Source: an optimization exercise on an open RTL-to-GDS flow (aim: small area). Production flows keep margins and buffers that such runs may drop. The RTL of this run was laid out without a check of its function. Power and IR drop assume default switching activity.

===== design/flow/design.v =====
package qpu_pkg;
  localparam int XLEN         = 32;
  localparam int RF_NUM       = 16;
  localparam int RFIDX_W      = 4;
  localparam int TIME_W       = 32;
  localparam int EVENT_NUM    = 8;
  localparam int EVENT_DATA_W = 16;
  localparam int TIQ_DEPTH    = 4;
  localparam int IMM_W        = 16;
  localparam logic [3:0] OP_ADDI = 4'h1;  
  localparam logic [3:0] OP_ADD  = 4'h2;
  localparam logic [3:0] OP_SUB  = 4'h3;
  localparam logic [3:0] OP_LUI  = 4'h4;  
  localparam logic [3:0] OP_SETT = 4'h5;  
  localparam logic [3:0] OP_SETE = 4'h6;  
  localparam logic [3:0] OP_TPT  = 4'h7;  
endpackage
`timescale 1ns/1ps
module qpu_exu_rdmux (
  input  logic [15:1] i_sel,
  input  logic [15:1] i_d,
  output logic        o_q
);
  logic [4:0] n;
  for (genvar k = 0; k < 5; k++) begin : g_grp
    qpu_exu_aoi222 u_aoi (
      .i_a (i_sel[3*k+3:3*k+1]),
      .i_b (i_d[3*k+3:3*k+1]),
      .o_y (n[k])
    );
  end
  assign o_q = ~&n;
endmodule
module qpu_exu_aoi222 (
  input  logic [2:0] i_a,
  input  logic [2:0] i_b,
  output logic       o_y
);
  assign o_y = ~|(i_a & i_b);
endmodule
`timescale 1ns/1ps
module qpu_exu_add (
  input  logic [31:0] i_a,
  input  logic [31:0] i_b,
  input  logic        i_ci,
  output logic [31:0] o_s
);
  logic w1;
  logic w2;
  qpu_exu_c_nand2 u_3 (.a(i_a[0]), .b(i_b[0]), .y(w1));
  qpu_exu_c_xnor2 u_4 (.a(i_a[0]), .b(i_b[0]), .y(w2));
  logic w5;
  logic w6;
  qpu_exu_c_nand2 u_7 (.a(i_a[1]), .b(i_b[1]), .y(w5));
  qpu_exu_c_xnor2 u_8 (.a(i_a[1]), .b(i_b[1]), .y(w6));
  logic w9;
  logic w10;
  qpu_exu_c_nand2 u_11 (.a(i_a[2]), .b(i_b[2]), .y(w9));
  qpu_exu_c_xnor2 u_12 (.a(i_a[2]), .b(i_b[2]), .y(w10));
  logic w13;
  logic w14;
  qpu_exu_c_nand2 u_15 (.a(i_a[3]), .b(i_b[3]), .y(w13));
  qpu_exu_c_xnor2 u_16 (.a(i_a[3]), .b(i_b[3]), .y(w14));
  logic w17;
  logic w18;
  qpu_exu_c_nand2 u_19 (.a(i_a[4]), .b(i_b[4]), .y(w17));
  qpu_exu_c_xnor2 u_20 (.a(i_a[4]), .b(i_b[4]), .y(w18));
  logic w21;
  logic w22;
  qpu_exu_c_nand2 u_23 (.a(i_a[5]), .b(i_b[5]), .y(w21));
  qpu_exu_c_xnor2 u_24 (.a(i_a[5]), .b(i_b[5]), .y(w22));
  logic w25;
  logic w26;
  qpu_exu_c_nand2 u_27 (.a(i_a[6]), .b(i_b[6]), .y(w25));
  qpu_exu_c_xnor2 u_28 (.a(i_a[6]), .b(i_b[6]), .y(w26));
  logic w29;
  logic w30;
  qpu_exu_c_nand2 u_31 (.a(i_a[7]), .b(i_b[7]), .y(w29));
  qpu_exu_c_xnor2 u_32 (.a(i_a[7]), .b(i_b[7]), .y(w30));
  logic w33;
  logic w34;
  qpu_exu_c_nand2 u_35 (.a(i_a[8]), .b(i_b[8]), .y(w33));
  qpu_exu_c_xnor2 u_36 (.a(i_a[8]), .b(i_b[8]), .y(w34));
  logic w37;
  logic w38;
  qpu_exu_c_nand2 u_39 (.a(i_a[9]), .b(i_b[9]), .y(w37));
  qpu_exu_c_xnor2 u_40 (.a(i_a[9]), .b(i_b[9]), .y(w38));
  logic w41;
  logic w42;
  qpu_exu_c_nand2 u_43 (.a(i_a[10]), .b(i_b[10]), .y(w41));
  qpu_exu_c_xnor2 u_44 (.a(i_a[10]), .b(i_b[10]), .y(w42));
  logic w45;
  logic w46;
  qpu_exu_c_nand2 u_47 (.a(i_a[11]), .b(i_b[11]), .y(w45));
  qpu_exu_c_xnor2 u_48 (.a(i_a[11]), .b(i_b[11]), .y(w46));
  logic w49;
  logic w50;
  qpu_exu_c_nand2 u_51 (.a(i_a[12]), .b(i_b[12]), .y(w49));
  qpu_exu_c_xnor2 u_52 (.a(i_a[12]), .b(i_b[12]), .y(w50));
  logic w53;
  logic w54;
  qpu_exu_c_nand2 u_55 (.a(i_a[13]), .b(i_b[13]), .y(w53));
  qpu_exu_c_xnor2 u_56 (.a(i_a[13]), .b(i_b[13]), .y(w54));
  logic w57;
  logic w58;
  qpu_exu_c_nand2 u_59 (.a(i_a[14]), .b(i_b[14]), .y(w57));
  qpu_exu_c_xnor2 u_60 (.a(i_a[14]), .b(i_b[14]), .y(w58));
  logic w61;
  logic w62;
  qpu_exu_c_nand2 u_63 (.a(i_a[15]), .b(i_b[15]), .y(w61));
  qpu_exu_c_xnor2 u_64 (.a(i_a[15]), .b(i_b[15]), .y(w62));
  logic w65;
  logic w66;
  qpu_exu_c_nand2 u_67 (.a(i_a[16]), .b(i_b[16]), .y(w65));
  qpu_exu_c_xnor2 u_68 (.a(i_a[16]), .b(i_b[16]), .y(w66));
  logic w69;
  logic w70;
  qpu_exu_c_nand2 u_71 (.a(i_a[17]), .b(i_b[17]), .y(w69));
  qpu_exu_c_xnor2 u_72 (.a(i_a[17]), .b(i_b[17]), .y(w70));
  logic w73;
  logic w74;
  qpu_exu_c_nand2 u_75 (.a(i_a[18]), .b(i_b[18]), .y(w73));
  qpu_exu_c_xnor2 u_76 (.a(i_a[18]), .b(i_b[18]), .y(w74));
  logic w77;
  logic w78;
  qpu_exu_c_nand2 u_79 (.a(i_a[19]), .b(i_b[19]), .y(w77));
  qpu_exu_c_xnor2 u_80 (.a(i_a[19]), .b(i_b[19]), .y(w78));
  logic w81;
  logic w82;
  qpu_exu_c_nand2 u_83 (.a(i_a[20]), .b(i_b[20]), .y(w81));
  qpu_exu_c_xnor2 u_84 (.a(i_a[20]), .b(i_b[20]), .y(w82));
  logic w85;
  logic w86;
  qpu_exu_c_nand2 u_87 (.a(i_a[21]), .b(i_b[21]), .y(w85));
  qpu_exu_c_xnor2 u_88 (.a(i_a[21]), .b(i_b[21]), .y(w86));
  logic w89;
  logic w90;
  qpu_exu_c_nand2 u_91 (.a(i_a[22]), .b(i_b[22]), .y(w89));
  qpu_exu_c_xnor2 u_92 (.a(i_a[22]), .b(i_b[22]), .y(w90));
  logic w93;
  logic w94;
  qpu_exu_c_nand2 u_95 (.a(i_a[23]), .b(i_b[23]), .y(w93));
  qpu_exu_c_xnor2 u_96 (.a(i_a[23]), .b(i_b[23]), .y(w94));
  logic w97;
  logic w98;
  qpu_exu_c_nand2 u_99 (.a(i_a[24]), .b(i_b[24]), .y(w97));
  qpu_exu_c_xnor2 u_100 (.a(i_a[24]), .b(i_b[24]), .y(w98));
  logic w101;
  logic w102;
  qpu_exu_c_nand2 u_103 (.a(i_a[25]), .b(i_b[25]), .y(w101));
  qpu_exu_c_xnor2 u_104 (.a(i_a[25]), .b(i_b[25]), .y(w102));
  logic w105;
  logic w106;
  qpu_exu_c_nand2 u_107 (.a(i_a[26]), .b(i_b[26]), .y(w105));
  qpu_exu_c_xnor2 u_108 (.a(i_a[26]), .b(i_b[26]), .y(w106));
  logic w109;
  logic w110;
  qpu_exu_c_nand2 u_111 (.a(i_a[27]), .b(i_b[27]), .y(w109));
  qpu_exu_c_xnor2 u_112 (.a(i_a[27]), .b(i_b[27]), .y(w110));
  logic w113;
  logic w114;
  qpu_exu_c_nand2 u_115 (.a(i_a[28]), .b(i_b[28]), .y(w113));
  qpu_exu_c_xnor2 u_116 (.a(i_a[28]), .b(i_b[28]), .y(w114));
  logic w117;
  logic w118;
  qpu_exu_c_nand2 u_119 (.a(i_a[29]), .b(i_b[29]), .y(w117));
  qpu_exu_c_xnor2 u_120 (.a(i_a[29]), .b(i_b[29]), .y(w118));
  logic w121;
  logic w122;
  qpu_exu_c_nand2 u_123 (.a(i_a[30]), .b(i_b[30]), .y(w121));
  qpu_exu_c_xnor2 u_124 (.a(i_a[30]), .b(i_b[30]), .y(w122));
  logic w125;
  logic w126;
  qpu_exu_c_nand2 u_127 (.a(i_a[31]), .b(i_b[31]), .y(w125));
  qpu_exu_c_xnor2 u_128 (.a(i_a[31]), .b(i_b[31]), .y(w126));
  logic w129;
  qpu_exu_c_maj3 u_130 (.a(i_a[0]), .b(i_b[0]), .c(i_ci), .y(w129));
  logic w131;
  qpu_exu_c_inv u_132 (.a(w129), .y(w131));
  logic w133;
  qpu_exu_c_o21ai u_134 (.a1(w6), .a2(w131), .b1(w5), .y(w133));
  logic w135;
  qpu_exu_c_o21ai u_136 (.a1(w14), .a2(w9), .b1(w13), .y(w135));
  logic w137;
  qpu_exu_c_nor2 u_138 (.a(w14), .b(w10), .y(w137));
  logic w139;
  qpu_exu_c_o21ai u_140 (.a1(w22), .a2(w17), .b1(w21), .y(w139));
  logic w141;
  qpu_exu_c_nor2 u_142 (.a(w22), .b(w18), .y(w141));
  logic w143;
  qpu_exu_c_o21ai u_144 (.a1(w30), .a2(w25), .b1(w29), .y(w143));
  logic w145;
  qpu_exu_c_nor2 u_146 (.a(w30), .b(w26), .y(w145));
  logic w147;
  qpu_exu_c_o21ai u_148 (.a1(w38), .a2(w33), .b1(w37), .y(w147));
  logic w149;
  qpu_exu_c_nor2 u_150 (.a(w38), .b(w34), .y(w149));
  logic w151;
  qpu_exu_c_o21ai u_152 (.a1(w46), .a2(w41), .b1(w45), .y(w151));
  logic w153;
  qpu_exu_c_nor2 u_154 (.a(w46), .b(w42), .y(w153));
  logic w155;
  qpu_exu_c_o21ai u_156 (.a1(w54), .a2(w49), .b1(w53), .y(w155));
  logic w157;
  qpu_exu_c_nor2 u_158 (.a(w54), .b(w50), .y(w157));
  logic w159;
  qpu_exu_c_o21ai u_160 (.a1(w62), .a2(w57), .b1(w61), .y(w159));
  logic w161;
  qpu_exu_c_nor2 u_162 (.a(w62), .b(w58), .y(w161));
  logic w163;
  qpu_exu_c_o21ai u_164 (.a1(w70), .a2(w65), .b1(w69), .y(w163));
  logic w165;
  qpu_exu_c_nor2 u_166 (.a(w70), .b(w66), .y(w165));
  logic w167;
  qpu_exu_c_o21ai u_168 (.a1(w78), .a2(w73), .b1(w77), .y(w167));
  logic w169;
  qpu_exu_c_nor2 u_170 (.a(w78), .b(w74), .y(w169));
  logic w171;
  qpu_exu_c_o21ai u_172 (.a1(w86), .a2(w81), .b1(w85), .y(w171));
  logic w173;
  qpu_exu_c_nor2 u_174 (.a(w86), .b(w82), .y(w173));
  logic w175;
  qpu_exu_c_o21ai u_176 (.a1(w94), .a2(w89), .b1(w93), .y(w175));
  logic w177;
  qpu_exu_c_nor2 u_178 (.a(w94), .b(w90), .y(w177));
  logic w179;
  qpu_exu_c_o21ai u_180 (.a1(w102), .a2(w97), .b1(w101), .y(w179));
  logic w181;
  qpu_exu_c_nor2 u_182 (.a(w102), .b(w98), .y(w181));
  logic w183;
  qpu_exu_c_o21ai u_184 (.a1(w110), .a2(w105), .b1(w109), .y(w183));
  logic w185;
  qpu_exu_c_nor2 u_186 (.a(w110), .b(w106), .y(w185));
  logic w187;
  qpu_exu_c_o21ai u_188 (.a1(w118), .a2(w113), .b1(w117), .y(w187));
  logic w189;
  qpu_exu_c_nor2 u_190 (.a(w118), .b(w114), .y(w189));
  logic w191;
  qpu_exu_c_o21ai u_192 (.a1(w126), .a2(w121), .b1(w125), .y(w191));
  logic w193;
  qpu_exu_c_nor2 u_194 (.a(w126), .b(w122), .y(w193));
  logic w195;
  qpu_exu_c_a21oi u_196 (.a1(w137), .a2(w133), .b1(w135), .y(w195));
  logic w197;
  qpu_exu_c_a21oi u_198 (.a1(w145), .a2(w139), .b1(w143), .y(w197));
  logic w199;
  qpu_exu_c_nand2 u_200 (.a(w145), .b(w141), .y(w199));
  logic w201;
  qpu_exu_c_a21oi u_202 (.a1(w153), .a2(w147), .b1(w151), .y(w201));
  logic w203;
  qpu_exu_c_nand2 u_204 (.a(w153), .b(w149), .y(w203));
  logic w205;
  qpu_exu_c_a21oi u_206 (.a1(w161), .a2(w155), .b1(w159), .y(w205));
  logic w207;
  qpu_exu_c_nand2 u_208 (.a(w161), .b(w157), .y(w207));
  logic w209;
  qpu_exu_c_a21oi u_210 (.a1(w169), .a2(w163), .b1(w167), .y(w209));
  logic w211;
  qpu_exu_c_nand2 u_212 (.a(w169), .b(w165), .y(w211));
  logic w213;
  qpu_exu_c_a21oi u_214 (.a1(w177), .a2(w171), .b1(w175), .y(w213));
  logic w215;
  qpu_exu_c_nand2 u_216 (.a(w177), .b(w173), .y(w215));
  logic w217;
  qpu_exu_c_a21oi u_218 (.a1(w185), .a2(w179), .b1(w183), .y(w217));
  logic w219;
  qpu_exu_c_nand2 u_220 (.a(w185), .b(w181), .y(w219));
  logic w221;
  qpu_exu_c_a21oi u_222 (.a1(w193), .a2(w187), .b1(w191), .y(w221));
  logic w223;
  qpu_exu_c_nand2 u_224 (.a(w193), .b(w189), .y(w223));
  logic w225;
  qpu_exu_c_o21ai u_226 (.a1(w199), .a2(w195), .b1(w197), .y(w225));
  logic w227;
  qpu_exu_c_o21ai u_228 (.a1(w207), .a2(w201), .b1(w205), .y(w227));
  logic w229;
  qpu_exu_c_nor2 u_230 (.a(w207), .b(w203), .y(w229));
  logic w231;
  qpu_exu_c_o21ai u_232 (.a1(w215), .a2(w209), .b1(w213), .y(w231));
  logic w233;
  qpu_exu_c_nor2 u_234 (.a(w215), .b(w211), .y(w233));
  logic w235;
  qpu_exu_c_o21ai u_236 (.a1(w223), .a2(w217), .b1(w221), .y(w235));
  logic w237;
  qpu_exu_c_nor2 u_238 (.a(w223), .b(w219), .y(w237));
  logic w239;
  qpu_exu_c_a21oi u_240 (.a1(w229), .a2(w225), .b1(w227), .y(w239));
  logic w241;
  qpu_exu_c_a21oi u_242 (.a1(w237), .a2(w231), .b1(w235), .y(w241));
  logic w243;
  qpu_exu_c_nand2 u_244 (.a(w237), .b(w233), .y(w243));
  logic w245;
  qpu_exu_c_o21ai u_246 (.a1(w243), .a2(w239), .b1(w241), .y(w245));
  logic w247;
  qpu_exu_c_inv u_248 (.a(w239), .y(w247));
  logic w249;
  qpu_exu_c_a21oi u_250 (.a1(w233), .a2(w247), .b1(w231), .y(w249));
  logic w251;
  qpu_exu_c_inv u_252 (.a(w225), .y(w251));
  logic w253;
  qpu_exu_c_o21ai u_254 (.a1(w203), .a2(w251), .b1(w201), .y(w253));
  logic w255;
  qpu_exu_c_o21ai u_256 (.a1(w211), .a2(w239), .b1(w209), .y(w255));
  logic w257;
  qpu_exu_c_o21ai u_258 (.a1(w219), .a2(w249), .b1(w217), .y(w257));
  logic w259;
  qpu_exu_c_inv u_260 (.a(w195), .y(w259));
  logic w261;
  qpu_exu_c_a21oi u_262 (.a1(w141), .a2(w259), .b1(w139), .y(w261));
  logic w263;
  qpu_exu_c_a21oi u_264 (.a1(w149), .a2(w225), .b1(w147), .y(w263));
  logic w265;
  qpu_exu_c_a21oi u_266 (.a1(w157), .a2(w253), .b1(w155), .y(w265));
  logic w267;
  qpu_exu_c_a21oi u_268 (.a1(w165), .a2(w247), .b1(w163), .y(w267));
  logic w269;
  qpu_exu_c_a21oi u_270 (.a1(w173), .a2(w255), .b1(w171), .y(w269));
  logic w271;
  qpu_exu_c_inv u_272 (.a(w249), .y(w271));
  logic w273;
  qpu_exu_c_a21oi u_274 (.a1(w181), .a2(w271), .b1(w179), .y(w273));
  logic w275;
  qpu_exu_c_a21oi u_276 (.a1(w189), .a2(w257), .b1(w187), .y(w275));
  logic w277;
  qpu_exu_c_inv u_278 (.a(w133), .y(w277));
  logic w279;
  qpu_exu_c_o21ai u_280 (.a1(w10), .a2(w277), .b1(w9), .y(w279));
  logic w281;
  qpu_exu_c_o21ai u_282 (.a1(w18), .a2(w195), .b1(w17), .y(w281));
  logic w283;
  qpu_exu_c_o21ai u_284 (.a1(w26), .a2(w261), .b1(w25), .y(w283));
  logic w285;
  qpu_exu_c_o21ai u_286 (.a1(w34), .a2(w251), .b1(w33), .y(w285));
  logic w287;
  qpu_exu_c_o21ai u_288 (.a1(w42), .a2(w263), .b1(w41), .y(w287));
  logic w289;
  qpu_exu_c_inv u_290 (.a(w253), .y(w289));
  logic w291;
  qpu_exu_c_o21ai u_292 (.a1(w50), .a2(w289), .b1(w49), .y(w291));
  logic w293;
  qpu_exu_c_o21ai u_294 (.a1(w58), .a2(w265), .b1(w57), .y(w293));
  logic w295;
  qpu_exu_c_o21ai u_296 (.a1(w66), .a2(w239), .b1(w65), .y(w295));
  logic w297;
  qpu_exu_c_o21ai u_298 (.a1(w74), .a2(w267), .b1(w73), .y(w297));
  logic w299;
  qpu_exu_c_inv u_300 (.a(w255), .y(w299));
  logic w301;
  qpu_exu_c_o21ai u_302 (.a1(w82), .a2(w299), .b1(w81), .y(w301));
  logic w303;
  qpu_exu_c_o21ai u_304 (.a1(w90), .a2(w269), .b1(w89), .y(w303));
  logic w305;
  qpu_exu_c_o21ai u_306 (.a1(w98), .a2(w249), .b1(w97), .y(w305));
  logic w307;
  qpu_exu_c_o21ai u_308 (.a1(w106), .a2(w273), .b1(w105), .y(w307));
  logic w309;
  qpu_exu_c_inv u_310 (.a(w257), .y(w309));
  logic w311;
  qpu_exu_c_o21ai u_312 (.a1(w114), .a2(w309), .b1(w113), .y(w311));
  logic w313;
  qpu_exu_c_o21ai u_314 (.a1(w122), .a2(w275), .b1(w121), .y(w313));
  qpu_exu_c_xnor2 u_315 (.a(w2), .b(i_ci), .y(o_s[0]));
  qpu_exu_c_xnor2 u_316 (.a(w6), .b(w129), .y(o_s[1]));
  qpu_exu_c_xnor2 u_317 (.a(w10), .b(w133), .y(o_s[2]));
  qpu_exu_c_xnor2 u_318 (.a(w14), .b(w279), .y(o_s[3]));
  qpu_exu_c_xor2 u_319 (.a(w18), .b(w195), .y(o_s[4]));
  qpu_exu_c_xnor2 u_320 (.a(w22), .b(w281), .y(o_s[5]));
  qpu_exu_c_xor2 u_321 (.a(w26), .b(w261), .y(o_s[6]));
  qpu_exu_c_xnor2 u_322 (.a(w30), .b(w283), .y(o_s[7]));
  qpu_exu_c_xnor2 u_323 (.a(w34), .b(w225), .y(o_s[8]));
  qpu_exu_c_xnor2 u_324 (.a(w38), .b(w285), .y(o_s[9]));
  qpu_exu_c_xor2 u_325 (.a(w42), .b(w263), .y(o_s[10]));
  qpu_exu_c_xnor2 u_326 (.a(w46), .b(w287), .y(o_s[11]));
  qpu_exu_c_xnor2 u_327 (.a(w50), .b(w253), .y(o_s[12]));
  qpu_exu_c_xnor2 u_328 (.a(w54), .b(w291), .y(o_s[13]));
  qpu_exu_c_xor2 u_329 (.a(w58), .b(w265), .y(o_s[14]));
  qpu_exu_c_xnor2 u_330 (.a(w62), .b(w293), .y(o_s[15]));
  qpu_exu_c_xor2 u_331 (.a(w66), .b(w239), .y(o_s[16]));
  qpu_exu_c_xnor2 u_332 (.a(w70), .b(w295), .y(o_s[17]));
  qpu_exu_c_xor2 u_333 (.a(w74), .b(w267), .y(o_s[18]));
  qpu_exu_c_xnor2 u_334 (.a(w78), .b(w297), .y(o_s[19]));
  qpu_exu_c_xnor2 u_335 (.a(w82), .b(w255), .y(o_s[20]));
  qpu_exu_c_xnor2 u_336 (.a(w86), .b(w301), .y(o_s[21]));
  qpu_exu_c_xor2 u_337 (.a(w90), .b(w269), .y(o_s[22]));
  qpu_exu_c_xnor2 u_338 (.a(w94), .b(w303), .y(o_s[23]));
  qpu_exu_c_xor2 u_339 (.a(w98), .b(w249), .y(o_s[24]));
  qpu_exu_c_xnor2 u_340 (.a(w102), .b(w305), .y(o_s[25]));
  qpu_exu_c_xor2 u_341 (.a(w106), .b(w273), .y(o_s[26]));
  qpu_exu_c_xnor2 u_342 (.a(w110), .b(w307), .y(o_s[27]));
  qpu_exu_c_xnor2 u_343 (.a(w114), .b(w257), .y(o_s[28]));
  qpu_exu_c_xnor2 u_344 (.a(w118), .b(w311), .y(o_s[29]));
  qpu_exu_c_xor2 u_345 (.a(w122), .b(w275), .y(o_s[30]));
  qpu_exu_c_xnor2 u_346 (.a(w126), .b(w313), .y(o_s[31]));
endmodule
module qpu_exu_c_inv (
  input  logic a,
  output logic y
);
  assign y = ~a;
endmodule
module qpu_exu_c_nand2 (
  input  logic a,
  input  logic b,
  output logic y
);
  assign y = ~(a & b);
endmodule
module qpu_exu_c_nor2 (
  input  logic a,
  input  logic b,
  output logic y
);
  assign y = ~(a | b);
endmodule
module qpu_exu_c_xor2 (
  input  logic a,
  input  logic b,
  output logic y
);
  assign y = a ^ b;
endmodule
module qpu_exu_c_xnor2 (
  input  logic a,
  input  logic b,
  output logic y
);
  assign y = ~(a ^ b);
endmodule
module qpu_exu_c_a21oi (
  input  logic a1,
  input  logic a2,
  input  logic b1,
  output logic y
);
  assign y = ~((a1 & a2) | b1);
endmodule
module qpu_exu_c_o21ai (
  input  logic a1,
  input  logic a2,
  input  logic b1,
  output logic y
);
  assign y = ~((a1 | a2) & b1);
endmodule
module qpu_exu_c_maj3 (
  input  logic a,
  input  logic b,
  input  logic c,
  output logic y
);
  assign y = (a & b) | (c & (a | b));
endmodule
`timescale 1ns/1ps
module qpu_exu_mux4 (
  input  logic [3:0] i_sel,
  input  logic [3:0] i_d,
  output logic       o_q
);
  assign o_q = |(i_sel & i_d);
endmodule
`timescale 1ns/1ps
module qpu_exu (
  input  logic        clk,
  input  logic        i_reset,
  input  logic        i_valid,
  input  logic [31:0] i_instr,
  input  logic        i_trigger,
  input  logic [31:0] i_trigger_clk,
  output logic        o_ready,
  output logic        o_clk_ena,
  output logic [7:0]  o_event_valid,
  output logic [15:0] o_event_data
);
  logic        full;
  logic        accept;
  assign o_ready = ~full;
  assign accept  = i_valid & ~full;
  logic [3:0]  op;
  logic [15:0] imm;
  logic        is_addi, is_add, is_sub, is_lui, is_sett, is_sete, is_tpt;
  assign op  = {i_instr[31] | i_reset, i_instr[30:28]};
  assign imm = i_instr[15:0];
  assign is_addi = (op == qpu_pkg::OP_ADDI);
  assign is_add  = (op == qpu_pkg::OP_ADD);
  assign is_sub  = (op == qpu_pkg::OP_SUB);
  assign is_lui  = (op == qpu_pkg::OP_LUI);
  assign is_sett = (op == qpu_pkg::OP_SETT);
  assign is_sete = (op == qpu_pkg::OP_SETE);
  assign is_tpt  = (op == qpu_pkg::OP_TPT);
  logic [31:0] rf_q [1:15];
  logic [15:1] vld_q;
  logic        rf_wen;
  logic [3:0]  rd;
  logic [31:0] sum;
  logic [15:1] sel1, sel2;
  logic        rr;           
  logic [31:0] rs1, rs2;
  assign rf_wen = accept & (is_addi | is_add | is_sub | is_lui);
  assign rr     = is_add | is_sub;
  assign rd     = i_instr[27:24];
  always_ff @(posedge clk) begin
    for (int i = 1; i < 16; i++) begin
      if (rf_wen && rd == 4'(i)) rf_q[i] <= sum;
    end
  end
  always_ff @(posedge clk) begin
    for (int i = 1; i < 16; i++) begin
      if (i_reset) vld_q[i] <= 1'b0;
      else if (rf_wen && rd == 4'(i)) vld_q[i] <= 1'b1;
    end
  end
  always_comb begin
    for (int i = 1; i < 16; i++) begin
      sel1[i] = vld_q[i] && !is_lui && !i_reset && i_instr[23:20] == 4'(i);
      sel2[i] = vld_q[i] && rr && i_instr[19:16] == 4'(i);
    end
  end
  for (genvar b = 0; b < 32; b++) begin : g_rd
    logic [15:1] col;
    for (genvar i = 1; i < 16; i++) begin : g_col
      assign col[i] = rf_q[i][b];
    end
    qpu_exu_rdmux u_rd1 (.i_sel(sel1), .i_d(col), .o_q(rs1[b]));
    qpu_exu_rdmux u_rd2 (.i_sel(sel2), .i_d(col), .o_q(rs2[b]));
  end
  logic [31:0] a;
  logic [31:0] b;
  assign a = rs1;
  always_comb begin
    b[15:0]  = ({16{is_addi | is_sett}} & imm)
             | (rs2[15:0] ^ {16{is_sub}});
    b[31:16] = ({16{is_addi & imm[15]}})
             | ({16{is_lui}} & imm)
             | (rs2[31:16] ^ {16{is_sub}});
  end
  qpu_exu_add u_add (
    .i_a  (a),
    .i_b  (b),
    .i_ci (is_sub),
    .o_s  (sum)
  );
  logic        tset, eset, push;
  logic [31:0] tm_q [4];
  logic [7:0]  mk_q [4];
  logic [15:0] dt_q [4];
  logic [1:0]  tcur_q, ecur_q;    
  logic        tref_q, eref_q;    
  logic [1:0]  twr, ewr;
  logic [1:0]  tp_q [4];          
  logic [1:0]  ep_q [4];
  logic [1:0]  wptr_q, rptr_q, lptr;
  logic [2:0]  cnt_q;
  logic        clk_ena_q;
  logic        rel_q;
  logic        empty;
  logic        pop;
  assign tset = i_reset | (accept & is_sett);
  assign eset = i_reset | (accept & is_sete);
  assign push = accept & is_tpt;
  assign twr = tcur_q + {1'b0, tref_q};
  assign ewr = ecur_q + {1'b0, eref_q};
  always_ff @(posedge clk) begin
    if (tset) tm_q[twr] <= sum;
    if (eset) begin
      mk_q[ewr] <= imm[7:0] & {8{~i_reset}};
      dt_q[ewr] <= rs1[15:0];
    end
    if (push) begin
      tp_q[wptr_q] <= tcur_q;
      ep_q[wptr_q] <= ecur_q;
    end
    if (tset) tcur_q <= twr;
    if (eset) ecur_q <= ewr;
  end
  assign full  = cnt_q[2];
  assign empty = (cnt_q == 3'd0);
  logic [3:0]  hsel, lsel;
  logic [31:0] head;
  logic [7:0]  lmask;
  always_comb begin
    for (int j = 0; j < 4; j++) begin
      hsel[j] = (tp_q[rptr_q] == 2'(j));
      lsel[j] = (ep_q[lptr] == 2'(j));
    end
  end
  for (genvar k = 0; k < 32; k++) begin : g_head
    qpu_exu_mux4 u_mux (.i_sel(hsel), .i_d({tm_q[3][k], tm_q[2][k], tm_q[1][k], tm_q[0][k]}), .o_q(head[k]));
  end
  for (genvar k = 0; k < 8; k++) begin : g_mask
    qpu_exu_mux4 u_mux (.i_sel(lsel), .i_d({mk_q[3][k], mk_q[2][k], mk_q[1][k], mk_q[0][k]}), .o_q(lmask[k]));
  end
  for (genvar k = 0; k < 16; k++) begin : g_data
    qpu_exu_mux4 u_mux (.i_sel(lsel), .i_d({dt_q[3][k], dt_q[2][k], dt_q[1][k], dt_q[0][k]}), .o_q(o_event_data[k]));
  end
  assign pop   = clk_ena_q & ~empty & (i_trigger_clk >= head);
  always_ff @(posedge clk) begin
    if (i_reset) begin
      wptr_q    <= '0;
      rptr_q    <= '0;
      cnt_q     <= '0;
      clk_ena_q <= 1'b0;
      rel_q     <= 1'b0;
      tref_q    <= 1'b0;
      eref_q    <= 1'b0;
    end else begin
      if (push) wptr_q <= wptr_q + 2'd1;
      if (pop) rptr_q <= rptr_q + 2'd1;
      if (push & ~pop) cnt_q <= cnt_q + 3'd1;
      else if (pop & ~push) cnt_q <= cnt_q - 3'd1;
      clk_ena_q <= clk_ena_q | i_trigger;
      rel_q     <= pop;
      if (push) tref_q <= 1'b1;
      else if (tset) tref_q <= 1'b0;
      if (push) eref_q <= 1'b1;
      else if (eset) eref_q <= 1'b0;
    end
  end
  assign lptr          = rptr_q - 2'd1;
  assign o_clk_ena     = clk_ena_q;
  assign o_event_valid = {8{rel_q}} & lmask;
endmodule

===== design/flow/flow/run.sh =====
#!/bin/bash
# Standard layout with three changes after synthesis:
#  - ports are buffered with buf_1 instead of the default delay-cell buffer;
#  - the buffer repair may not use the largest buffers (buf_8/12/16), so it
#    drives high-fanout nets with several small buffers instead;
#  - clock tree: clkbuf_8 buffers over clusters of at most 14 sinks within
#    50 um, and no dummy loads.
# Synthesis is the standard one, unchanged.
set -euo pipefail

bash standard.sh synth > synth.log 2>&1

PLAT_DU=$(make -s -C "$FLOW_HOME" DESIGN_CONFIG="$FLOW_CONFIG" WORK_HOME="$PWD/orfs" \
  print-DONT_USE_CELLS 2>/dev/null | sed -n 's/^DONT_USE_CELLS: //p')
[ -n "$PLAT_DU" ] || { echo "could not read DONT_USE_CELLS" >&2; exit 1; }
echo "platform dont-use: $PLAT_DU" > layout.log

bash standard.sh \
  "DONT_USE_CELLS=$PLAT_DU sky130_fd_sc_hd__buf_8 sky130_fd_sc_hd__buf_12 sky130_fd_sc_hd__buf_16" \
  "BUFFER_PORTS_ARGS=-buffer_cell sky130_fd_sc_hd__buf_1" \
  "CTS_ARGS=-sink_clustering_enable -repair_clock_nets -sink_clustering_size 14 -sink_clustering_max_diameter 50 -dont_use_dummy_load -buf_list sky130_fd_sc_hd__clkbuf_8" \
  finish >> layout.log 2>&1

===== design/flow/standard.sh =====
#!/bin/bash
# synth_recipe.tcl (not shown) runs the flow's synth.tcl, then flattens the netlist and writes it again
# the make line also repeats each setting of config.mk as NAME=value (left out here)
make -C /OpenROAD-flow-scripts/flow DESIGN_CONFIG=/design/flow/config.mk WORK_HOME=/design/flow/orfs CLKGATE_MAP_FILE= SYNTH_SCRIPT=/design/flow/synth_recipe.tcl "${@:-finish}"

===== design/flow/config.mk =====
export PLATFORM = sky130hd
export DESIGN_NAME = qpu_exu
export DESIGN_NICKNAME = qpu_exu
export VERILOG_FILES = /design/flow/design.v
export SDC_FILE = /design/flow/constraint.sdc
export NUM_CORES = 4
export LEC_CHECK = 0
export CAP_MARGIN = 20
export CORE_MARGIN = 2
export CORE_UTILIZATION = 75
export SLEW_MARGIN = 20
export SYNTH_HIERARCHICAL = 1
export SYNTH_MINIMUM_KEEP_SIZE = 0

===== design/flow/constraint.sdc =====
create_clock -name core_clock -period 7.0 [get_ports {clk}]
set_input_delay 1.4000 -clock core_clock [delete_from_list [all_inputs] [get_ports {clk}]]
set_output_delay 1.4000 -clock core_clock [all_outputs]
set_load 0.01 [all_outputs]

==> run summary <==
per-module statistics from Yosys (local to each module, per instance), a selection:
module | flops+latches | times used | cells | area (um^2)
qpu_exu_c_inv | 0 | 9 | 1 | 3.754
qpu_exu_c_nand2 | 0 | 36 | 1 | 3.754
qpu_exu_c_o21ai | 0 | 36 | 1 | 5.005
qpu_exu_c_xnor2 | 0 | 54 | 1 | 8.758
qpu_exu_mux4 | 0 | 56 | 3 | 18.77
qpu_exu_rdmux | 0 | 64 | 2 | 11.26
cells by family (layout without fill, tap and decap cells):
logic type                 Yosys count  after routing  share of synthesized area [%]
muxes                                9              9                         0.4619
AOI/OAI and AO/OA                  547            547                          15.15
xor gates and xnor gates           102            102                          2.867
DFF                                752            752                          71.58
and+or+nand+nor                    471            471                          7.410
adders and majority gates           41             41                          1.667
other                                0              1                              0
buffers and inverters               67            378                         0.8634
power by group:
part	switching (mW)	internal, mW	leakage [nW]	total, mW
registers	0.0212	4.97	6.99	4.99
logic	0.197	0.0709	4.08	0.268
clock network	1.32	0.846	0.475	2.16
total	1.53	5.88	11.5	7.42
critical path, cell delays in order:
cell	delay, ns
buf_1	0.20
inv_2	0.09
nor4_2	0.24
buf_2	0.20
nand2_1	0.07
nor2_1	0.26
and3_1	0.49
buf_2	0.40
a222oi_1	0.16
and3_1	0.23
nand3_1	0.10
xor2_1	0.13
nand2_1	0.10
xnor2_1	0.35
o21ai_1	0.18
a21oi_2	0.14
o21ai_1	0.10
a21oi_2	0.42
inv_1	0.15
a21oi_2	0.25
o21ai_1	0.22
inv_1	0.10
o21ai_1	0.08
xnor2_1	0.68
buf_2	0.38
per-layer routing:
| layer | wire length, um | track usage [%] | share of wire [%] | up-vias |
|---|---|---|---|---|
| met5 | 0 | 0 | 0 | - |
| met4 | 5670 | 22.08 | 6.2 | 0 |
| met3 | 14750 | 12.36 | 16 | 475 |
| met2 | 41900 | 65.22 | 46 | 2317 |
| met1 | 29220 | 54.83 | 32 | 10710 |
| li1 | - | - | - | 9188 |
metrics by stage:
step / setup TNS (ns) / total power [mW]
6_report: 0 / 7.419
2_1_floorplan: 0 / 5.231
3_5_place_dp: -1.304 / 5.351
3_3_place_gp: 0 / 5.330
4_1_cts: 0 / 7.408
5_1_grt: 0 / 7.593
path summary, 6_finish.rpt:
| check | to | slack [ns] | depth (start not counted) |
|---|---|---|---|
| max | rf_q[9][29] | 0.30 | 25 |
| min | vld_q[8] | 0.51 | 2 |
| max reg2reg | cnt_q[2] | 1.67 | 18 |
| min reg2reg | vld_q[8] | 0.51 | 2 |
placed cells by master (no fill, tap or decap), types with 16 or more instances in the layout:
master    count
edfxtp_1    724
a222oi_1    320
buf_2       168
nand2_1     158
a22oi_1     112
and3_1      100
buf_1        92
nand3_1      67
clkbuf_8     66
nor2_1       57
xnor2_1      55
inv_1        47
xor2_1       44
a21oi_1      42
ha_1         39
o21ai_1      37
dfxtp_1      28
and2_1       17
a21oi_2      17
nor2b_1      16
sequential cells by signal (all words and copies together), names as in the netlist, named ones only:
name       count
clk_ena_q      1
tm_q         128
ecur_q         2
tp_q           8
vld_q         15
wptr_q         2
rptr_q         2
rel_q          1
cnt_q          3
tref_q         1
eref_q         1
ep_q           8
rf_q         480
dt_q          64
tcur_q         2
mk_q          32
area by class of cell:
| type | instances | share of cell area, % |
|---|---|---|
| timing repair buffer | 261 | 3.501 |
| tap | 532 | 1.957 |
| inverter | 51 | 0.5627 |
| antenna | 1 | 0.007355 |
| clock buffer | 66 | 2.670 |
| sequential | 752 | 65.55 |
| multi-input combinational | 1170 | 25.75 |
==> flow_summary_export.csv <==
group,metric,value,unit
finish,syn2layout_area_growth,9.201,%
drt,viasPerCell,8.010,
yosys,netlist.area_leader.share,69.78,%
power_and_ir_drop,power.density,218.1,nW/um^2
floorplanning,initial_utilization,76.13,%
cts,cts_made_buffers,66,
sta,max_clock_freq,149.2,MHz
global_routing,grt_pass1_vias,22680,
yosys,synthTopCellsByCount,"edfxtp_1 (724), a222oi_1 (320), nand2_1 (159)",
cts,holdBufCountCts,0,
placement,placed_area,33080,um^2
cts,cts_resized,0,
global_routing,grt-ovfl-total,0,
floorplanning,num_rows,74,
floorplanning,die-area,43190,um^2
cts,tritoncts,"built",
sta,max_slew_margin,17.71,%
sta,skew,0.05309,ns
sta,post-route-period-util,95.75,%
sta,rsz0062_at_grt,"no",
hold_path,hold_start,"vld_q[8]",
sta,hold_ws,0.5131,ns
run,drv_cap,0,
drt,dr.pass1.iters,22,
finish,final_cells,2833,
drt,num_vias,22690,
drt,antenna_left,0,
sta,worst_slew_pin_slew,1.234,ns
yosys,netlist_instances,1989,
sta,fin_ws,0.2978,ns
yosys,yosysSeqAreaShare,71.58,%
finish,drive_gt1_share,13.09,%
global_routing,grt_usage,42.11,%
yosys,synth-main-ff-cell,"edfxtp_1",
setup_path,arrival,7.15,ns
drt,drtIter0Drc,5589,
placement,io_buffers,93,
cts,cts.sinks,752,
yosys,synth_fp_nets,2097,
cts,cts_setup_buffers,0,
finish,fin_util,83.13,%
setup_path,critPathKind,"in -> reg",
finish,multiInputGateArea,8761,um^2
sta,min_period,6.702,ns
sta,setup_viol,0,
cts,cts_root_buffer,"clkbuf_8",
floorplanning,ios,94,
placement,routabilityCongestion,1.008,
yosys,avgSynthCellArea,15.66,um^2
yosys,ys_types,50,
yosys,yosysWarnings,8,
setup_path,critPathRequiredTime,7.45,ns
sta,maxSlewViolCount,0,
yosys,ys_seq_elements,752,
setup_path,critPathLaunchType,"input port",
cts,htree_num_levels,3,
yosys,syn_area,31150,um^2
setup_path,crit_fanout,15,
finish,stdcell_area,34020,um^2
cts,insertion_delay,0.66,ns
finish,n_fill_cell,2086,
power_and_ir_drop,leakage,11.54,nW
cts,clk_path_buf_depth,3,
placement,dpl.hpwl,60510,um
yosys,synthArstFlopShare,0,%
finish,regArea,22300,um^2
sta,finalHoldViolations,0,
drt,drt_wl_total,91540,um
setup_path,end_kind,"flip-flop",
yosys,synth_edf_count,724,
placement,dp_slack,-0.06918,ns
yosys,yosysMostFrequentCell,"edfxtp_1",
outcome,outcome,"finished clean",
floorplanning,coreArea,40920,um^2
global_routing,grt_pass1_wl,135600,um
finish,nets,2410,
yosys,synth_top_cell_by_area,"edfxtp_1",
floorplanning,dieWidth,207.8,um
global_routing,grt_max_degree,34,
power_and_ir_drop,ir_drop,0.0003109,V
drt,drcViolationCount,0,
placement,dp_cells,2766,
global_routing,antenna_found_initial,0,
hold_path,hold_class,"reg -> reg",
yosys,yosys-top-cells-area,"edfxtp_1 (70%), a222oi_1 (10%), a22oi_1 (2.7%)",
setup_path,crit_start,"i_instr[29]",
cts,clk_pin_slew,0.09,ns
drt,wl_per_cell,32.31,um
floorplanning,die-height,207.8,um

## re-timing with driven ports
No port has a modelled driver above. Below, the same layout with a new extraction and two added sets of constraints. Step 1 sets driving cells, clkbuf_16 on the clock port and buf_2 on the other inputs (assumed; they add their load-dependent delay and slew). Step 2 also shifts input and output timing later by t, the mid clock arrival at the registers, as if the neighbouring blocks saw the same clock. a / b / c = no drivers / after step 1 / after step 2; a / b = the first two.
t (ns): 0.692
setup WS [ns]: 0.298 / 0.328 / -0.364
hold WS [ns]: 0.513 / 0.513 / 0.513
worst setup path after step 2: input to register
clock arrival spread, ns: 0.053 / 0.053
With both steps, setup timing fails in this run, where it was met with ideal ports. The setup slack of this run moves by +0.030 ns with the drivers and by -0.662 ns with both steps.
